This is an optimization exercise on Yosys and OpenROAD, whose aim is small area and a short achievable clock period, not a production implementation. Power and IR drop assume default switching activity.

==> flow/design.v <==
`default_nettype none
package fcb_pkg;
    typedef struct packed {
        logic [2:0]  address;
        logic [31:0] data;
        logic [3:0]  select;
        logic        stb;
        logic        we;
        logic        cyc;
    } wb_req_t;
    typedef struct packed {
        logic [29:0] reserved;
        logic        readback_en;
        logic        program_en;    
    } fcb_ctrl_t;
    typedef union packed {
        logic [31:0] raw;
        fcb_ctrl_t   fields;
    } fcb_ctrl_u;
    typedef struct packed {
        logic [26:0] reserved;
        logic        overrun;
        logic        checksum_mismatch;
        logic        checksum_match;
        logic        bitstream_done;
        logic        word_done;     
    } fcb_status_t;
    typedef struct packed {
        logic cfg_bit;
        logic shift;
    } chain_t;
endpackage
`default_nettype wire
`timescale 1ns/1ps
`default_nettype none
module fcb_rdmux (
    input  wire [2:0]   bus_address,
    input  wire         bus_stb,
    input  wire         bus_we,
    input  wire [3:0]  ctrl,
    input  wire [3:0]  data_word,
    input  wire [3:0]  length,
    input  wire [3:0]  expected,
    input  wire [3:0]  status,
    input  wire [3:0]  rdbk_word,
    output logic [3:0] rd_data
);
    logic [3:0] rd_lo, rd_hi;
    always_comb begin
        case (bus_address[1:0])
            2'd0:    rd_lo = ctrl;
            2'd1:    rd_lo = data_word;
            2'd2:    rd_lo = length;
            default: rd_lo = expected;
        endcase
        rd_hi   = bus_address[1] ? 4'd0 : (bus_address[0] ? rdbk_word : status);
        rd_data = (bus_stb & ~bus_we) ? (bus_address[2] ? rd_hi : rd_lo) : 4'd0;
    end
endmodule
`default_nettype wire
`timescale 1ns/1ps
`default_nettype none
module fcb_top (
    input  wire                                       clk,
    input  wire                                       reset,
    input  wire [2:0]                                 bus_address,
    input  wire [31:0]                                bus_data,
    input  wire [3:0]                                 bus_select,
    input  wire                                       bus_stb,
    input  wire                                       bus_we,
    input  wire                                       bus_cyc,
    output logic [31:0]                               rd_data,
    output logic [8*32-1:0]  config_bits,
    output logic                                      global_reset
);
    localparam int NB = 8*32;
    localparam logic [1:0] S_IDLE = 2'd0, S_SHIFT = 2'd1, S_DONE = 2'd2;
    logic [31:0] ctrl, data_word, length, expected, rdbk_word;
    logic        prog_q, rb_q, data_wr;
    logic        st_word_done, st_done, st_match, st_mismatch, st_overrun;
    logic        word_done_p, done_p, overrun_p, match_p, mismatch_p;
    wire wr_en     = bus_stb & bus_we & bus_cyc;
    wire prog_rise = ctrl[0] & ~prog_q;
    wire rb_rise   = ctrl[1] & ~rb_q;
    function automatic logic [31:0] merge_bytes(input logic [31:0] old_val,
                                                input logic [31:0] new_val,
                                                input logic [3:0]  sel);
        logic [31:0] res;
        for (int i = 0; i < 4; i++)
            res[8*i +: 8] = sel[i] ? new_val[8*i +: 8] : old_val[8*i +: 8];
        merge_bytes = res;
    endfunction
    always_ff @(posedge clk or negedge reset) begin
        if (!reset) begin
            ctrl      <= '0;
            data_word <= '0;
            length    <= '0;
            expected  <= '0;
            data_wr   <= 1'b0;
            prog_q    <= 1'b0;
            rb_q      <= 1'b0;
            st_word_done <= 1'b0;
            st_done      <= 1'b0;
            st_match     <= 1'b0;
            st_mismatch  <= 1'b0;
            st_overrun   <= 1'b0;
        end else begin
            prog_q  <= ctrl[0];
            rb_q    <= ctrl[1];
            data_wr <= wr_en && (bus_address == 3'd1);
            if (wr_en && (bus_address == 3'd0)) ctrl      <= merge_bytes(ctrl, bus_data, bus_select);
            if (wr_en && (bus_address == 3'd1)) data_word <= merge_bytes(data_word, bus_data, bus_select);
            if (wr_en && (bus_address == 3'd2))  length    <= merge_bytes(length, bus_data, bus_select);
            if (wr_en && (bus_address == 3'd3))  expected  <= merge_bytes(expected, bus_data, bus_select);
            st_word_done <= word_done_p | (st_word_done & ~(prog_rise | data_wr));
            st_done      <= done_p      | (st_done      & ~prog_rise);
            st_match     <= match_p     | (st_match     & ~(prog_rise | rb_rise));
            st_mismatch  <= mismatch_p  | (st_mismatch  & ~(prog_rise | rb_rise));
            st_overrun   <= overrun_p   | (st_overrun   & ~prog_rise);
        end
    end
    wire [31:0] status_w = {27'd0, st_overrun, st_mismatch, st_match, st_done, st_word_done};
    for (genvar g = 0; g < 8; g++) begin : g_rd
        fcb_rdmux i_rdmux (
            .bus_address (bus_address),
            .bus_stb     (bus_stb),
            .bus_we      (bus_we),
            .ctrl        (ctrl[4*g +: 4]),
            .data_word   (data_word[4*g +: 4]),
            .length      (length[4*g +: 4]),
            .expected    (expected[4*g +: 4]),
            .status      (status_w[4*g +: 4]),
            .rdbk_word   (rdbk_word[4*g +: 4]),
            .rd_data     (rd_data[4*g +: 4])
        );
    end
    assign global_reset = st_done;
    logic [1:0]  state;
    logic [31:0] tc1;
    logic [31:1] shift_word;
    logic        load;
    logic        running;
    logic        head_bit, head_shift;
    logic [NB-1:0] chain;
    wire st_idle   = (state == S_IDLE);
    wire st_shift  = (state == S_SHIFT);
    wire st_dn     = (state == S_DONE);
    wire start     = data_wr & ctrl[0] & st_idle;
    wire shift_now = start | st_shift;
    wire last_bit  = (tc1 == length);
    wire word_end  = (tc1[4:0] == 5'd0);
    assign load = done_p;
    always_ff @(posedge clk or negedge reset) begin
        if (!reset) begin
            state       <= S_IDLE;
            word_done_p <= 1'b0;
            done_p      <= 1'b0;
            overrun_p   <= 1'b0;
        end else begin
            word_done_p <= shift_now & (word_end | last_bit);
            done_p      <= shift_now & last_bit;
            overrun_p   <= data_wr & st_shift;
            case (state)
                S_IDLE:  if (!prog_rise && start) state <= last_bit ? S_DONE : S_SHIFT;
                S_SHIFT: if (last_bit) state <= S_DONE;
                         else if (word_end) state <= S_IDLE;
                S_DONE:  if (prog_rise) state <= S_IDLE;
                default: state <= S_IDLE;
            endcase
        end
    end
    always_ff @(posedge clk) begin
        if (prog_rise && !st_shift)
            tc1 <= 32'd1;
        else if (shift_now)
            tc1 <= tc1 + 32'd1;
        shift_word <= st_idle ? data_word[30:0] : {shift_word[30:1], 1'b0};
    end
    assign head_bit   = st_dn ? chain[NB-1] : (st_idle ? data_word[31] : shift_word[31]);
    assign head_shift = st_dn ? running : shift_now;
    always_ff @(posedge clk or negedge reset) begin
        if (!reset)
            chain <= '0;
        else if (head_shift)
            chain <= {chain[NB-2:0], head_bit};
    end
    always_ff @(posedge clk or negedge reset) begin
        if (!reset)
            config_bits <= '0;
        else if (load)
            config_bits <= chain;
    end
    logic [31:0] cnt1;
    logic        byte_vld, pf, fresh;
    logic [2:0]  fin;
    logic [7:0]  bacc;
    logic [15:0] sum_a, sum_bp;
    logic [7:0]  bval;
    wire tail     = chain[NB-1];
    wire rb_start = ctrl[1] & ~rb_q & st_done & ~running & (length != 32'd0);
    wire last     = (cnt1 == length);
    wire [2:0] bit_idx = cnt1[2:0] - 3'd1;
    always_comb begin
        for (int j = 0; j < 8; j++) begin
            if (bit_idx == 3'(7 - j))
                bval[j] = tail;
            else if (bit_idx > 3'(7 - j))
                bval[j] = bacc[j];
            else
                bval[j] = 1'b0;
        end
    end
    logic [16:0] a_s, a_t, b_s, b_u, cs_s, cs_c;
    logic [15:0] a_mod, b_mod, b_true;
    always_comb begin
        a_s   = {1'b0, sum_a} + {9'd0, bacc};
        a_t   = a_s - 17'(65521);
        a_mod = a_t[16] ? a_s[15:0] : a_t[15:0];
        b_s   = {1'b0, sum_bp} + {1'b0, sum_a};
        cs_s  = {1'b0, sum_bp ^ sum_a ^ 16'd15};
        cs_c  = {(sum_bp & sum_a) | ((sum_bp | sum_a) & 16'd15), 1'b0};
        b_u   = cs_s + cs_c;
        b_mod = b_u[16] ? b_u[15:0] : b_s[15:0];
        b_true = pf ? b_mod : sum_bp;
    end
    always_ff @(posedge clk or negedge reset) begin
        if (!reset) begin
            running    <= 1'b0;
            byte_vld   <= 1'b0;
            fin        <= '0;
            match_p    <= 1'b0;
            mismatch_p <= 1'b0;
            rdbk_word  <= '0;
            pf         <= 1'b0;
            fresh      <= 1'b1;
        end else begin
            if (running)
                rdbk_word <= {rdbk_word[30:0], tail};
            byte_vld <= running & ((bit_idx == 3'd7) | last);
            fin      <= {fin[1:0], running & last};
            if (rb_start)
                running <= 1'b1;
            else if (running & last)
                running <= 1'b0;
            pf <= byte_vld;
            if (byte_vld)
                fresh <= 1'b0;
            else if (rb_start)
                fresh <= 1'b1;
            match_p    <= fin[2] & ({sum_bp, sum_a} == expected);
            mismatch_p <= fin[2] & ({sum_bp, sum_a} != expected);
        end
    end
    always_ff @(posedge clk) begin
        if (rb_start)
            cnt1 <= 32'd1;
        else if (running)
            cnt1 <= cnt1 + 32'd1;
        if (running)
            bacc <= bval;
        if (byte_vld)
            sum_a <= fresh ? {8'd0, bacc} + 16'd1 : a_mod;
        if (byte_vld && fresh)
            sum_bp <= '0;
        else if (pf)
            sum_bp <= b_mod;
    end
endmodule
`default_nettype wire
export LEC_CHECK = 0
export CAP_MARGIN = 20
export CORE_MARGIN = 2
export CORE_UTILIZATION = 70
export PLACE_DENSITY = 0.85
export SETUP_SLACK_MARGIN = 3.8
export SLEW_MARGIN = 20
export SYNTH_HIERARCHICAL = 1
export SYNTH_MINIMUM_KEEP_SIZE = 0
create_clock -name core_clock -period 8.0 [get_ports {clk}]
standard.sh (not shown) runs the stock make flow with config.mk's settings and CLKGATE_MAP_FILE= SYNTH_SCRIPT=/design/flow/synth_recipe.tcl, a recipe that flattens the netlist after the stock synthesis.
==> flow/flow/run.sh <==
#!/bin/bash
# The standard layout (standard.sh), with two changes:
#  - port buffers are buf_1 cells (buffer_ports -buffer_cell)
#  - clock tree synthesis inserts no dummy loads
# Each tool's output is kept in this folder: standard.log (make) and the
# ORFS logs under orfs/logs/.
export BUFFER_PORTS_ARGS="-buffer_cell sky130_fd_sc_hd__buf_1"
export CTS_ARGS="-sink_clustering_enable -repair_clock_nets -sink_clustering_size 24 -sink_clustering_max_diameter 60 -buf_list sky130_fd_sc_hd__clkbuf_16 -dont_use_dummy_load"
bash standard.sh > standard.log 2>&1
The baseline finished with timing, DRC and antenna clean.
Change:
--- a/flow/design.v
+++ b/flow/design.v
@@ -45,17 +45,11 @@
     input  wire [3:0]  rdbk_word,
     output logic [3:0] rd_data
 );
-    logic [3:0] rd_lo, rd_hi;
-    always_comb begin
-        case (bus_address[1:0])
-            2'd0:    rd_lo = ctrl;
-            2'd1:    rd_lo = data_word;
-            2'd2:    rd_lo = length;
-            default: rd_lo = expected;
-        endcase
-        rd_hi   = bus_address[1] ? 4'd0 : (bus_address[0] ? rdbk_word : status);
-        rd_data = (bus_stb & ~bus_we) ? (bus_address[2] ? rd_hi : rd_lo) : 4'd0;
-    end
+    wire       rd_en = bus_stb & ~bus_we;
+    wire [7:0] rsel  = rd_en ? (8'd1 << bus_address) : 8'd0;
+    assign rd_data = ({4{rsel[0]}} & ctrl) | ({4{rsel[1]}} & data_word) |
+                     ({4{rsel[2]}} & length) | ({4{rsel[3]}} & expected) |
+                     ({4{rsel[4]}} & status) | ({4{rsel[5]}} & rdbk_word);
 endmodule
 `default_nettype wire
 `timescale 1ns/1ps
@@ -141,6 +135,8 @@
     logic        load;
     logic        running;
     logic        head_bit, head_shift;
+    logic [1:0]  state_d;
+    logic        hs_q, hs_d, running_d, data_wr_d, prog_en_d;
     logic [NB-1:0] chain;
     wire st_idle   = (state == S_IDLE);
     wire st_shift  = (state == S_SHIFT);
@@ -150,9 +146,24 @@
     wire last_bit  = (tc1 == length);
     wire word_end  = (tc1[4:0] == 5'd0);
     assign load = done_p;
+    always_comb begin
+        state_d = state;
+        case (state)
+            S_IDLE:  if (!prog_rise && start) state_d = last_bit ? S_DONE : S_SHIFT;
+            S_SHIFT: if (last_bit) state_d = S_DONE;
+                     else if (word_end) state_d = S_IDLE;
+            S_DONE:  if (prog_rise) state_d = S_IDLE;
+            default: state_d = S_IDLE;
+        endcase
+        data_wr_d = wr_en && (bus_address == 3'd1);
+        prog_en_d = (wr_en && (bus_address == 3'd0) && bus_select[0]) ? bus_data[0] : ctrl[0];
+        hs_d = (state_d == S_DONE) ? running_d
+                                   : ((data_wr_d & prog_en_d & (state_d == S_IDLE)) | (state_d == S_SHIFT));
+    end
     always_ff @(posedge clk or negedge reset) begin
         if (!reset) begin
             state       <= S_IDLE;
+            hs_q        <= 1'b0;
             word_done_p <= 1'b0;
             done_p      <= 1'b0;
             overrun_p   <= 1'b0;
@@ -160,13 +171,8 @@
             word_done_p <= shift_now & (word_end | last_bit);
             done_p      <= shift_now & last_bit;
             overrun_p   <= data_wr & st_shift;
-            case (state)
-                S_IDLE:  if (!prog_rise && start) state <= last_bit ? S_DONE : S_SHIFT;
-                S_SHIFT: if (last_bit) state <= S_DONE;
-                         else if (word_end) state <= S_IDLE;
-                S_DONE:  if (prog_rise) state <= S_IDLE;
-                default: state <= S_IDLE;
-            endcase
+            state       <= state_d;
+            hs_q        <= hs_d;
         end
     end
     always_ff @(posedge clk) begin
@@ -177,7 +183,7 @@
         shift_word <= st_idle ? data_word[30:0] : {shift_word[30:1], 1'b0};
     end
     assign head_bit   = st_dn ? chain[NB-1] : (st_idle ? data_word[31] : shift_word[31]);
-    assign head_shift = st_dn ? running : shift_now;
+    assign head_shift = hs_q;
     always_ff @(posedge clk or negedge reset) begin
         if (!reset)
             chain <= '0;
@@ -200,6 +206,7 @@
     wire rb_start = ctrl[1] & ~rb_q & st_done & ~running & (length != 32'd0);
     wire last     = (cnt1 == length);
     wire [2:0] bit_idx = cnt1[2:0] - 3'd1;
+    assign running_d = rb_start | (running & ~last);
     always_comb begin
         for (int j = 0; j < 8; j++) begin
             if (bit_idx == 3'(7 - j))
@@ -238,10 +245,7 @@
                 rdbk_word <= {rdbk_word[30:0], tail};
             byte_vld <= running & ((bit_idx == 3'd7) | last);
             fin      <= {fin[1:0], running & last};
-            if (rb_start)
-                running <= 1'b1;
-            else if (running & last)
-                running <= 1'b0;
+            running  <= running_d;
             pf <= byte_vld;
             if (byte_vld)
                 fresh <= 1'b0;
What happened: Final area is lower by 0.69%. Maximum frequency rose by 1.1%. Cell count goes down by 1.1%. Routed wire length falls by 5.6%. Critical path depth goes down by 1. Utilization drops by 0.38 points. Via count decreases by 1.4%. Clock power is lower by about 2%.
No functional check of the RTL was part of any run of this note.

port drivers added, routing unchanged:
Ports are ideal in the flow. The routed layouts listed here were re-timed in OpenROAD. Step 1 assumes that a clkbuf_16 drives the clock port and a buf_2 every other input. Step 2 moves the port delays by t, midway between the first and last clock arrival at a register: inputs arrive t later, outputs are due t later. That takes back most of the time a late clock gives input paths. Three values: ideal ports, drivers, drivers and shift; two values: the first two.
| run | t, ns | setup slack, ns | hold WS [ns] |
|---|---|---|---|
| the first run | 0.661 | 3.505 / 3.441 / 3.441 | 0.354 / 0.354 / 0.354 |
| the second run | 0.651 | 3.555 / 3.418 / 3.418 | 0.355 / 0.355 / 0.355 |
After both steps every run listed still meets setup and hold. For the second run, which loses most, drivers alone change the setup slack by -0.137 ns; drivers and shift together by -0.137 ns.
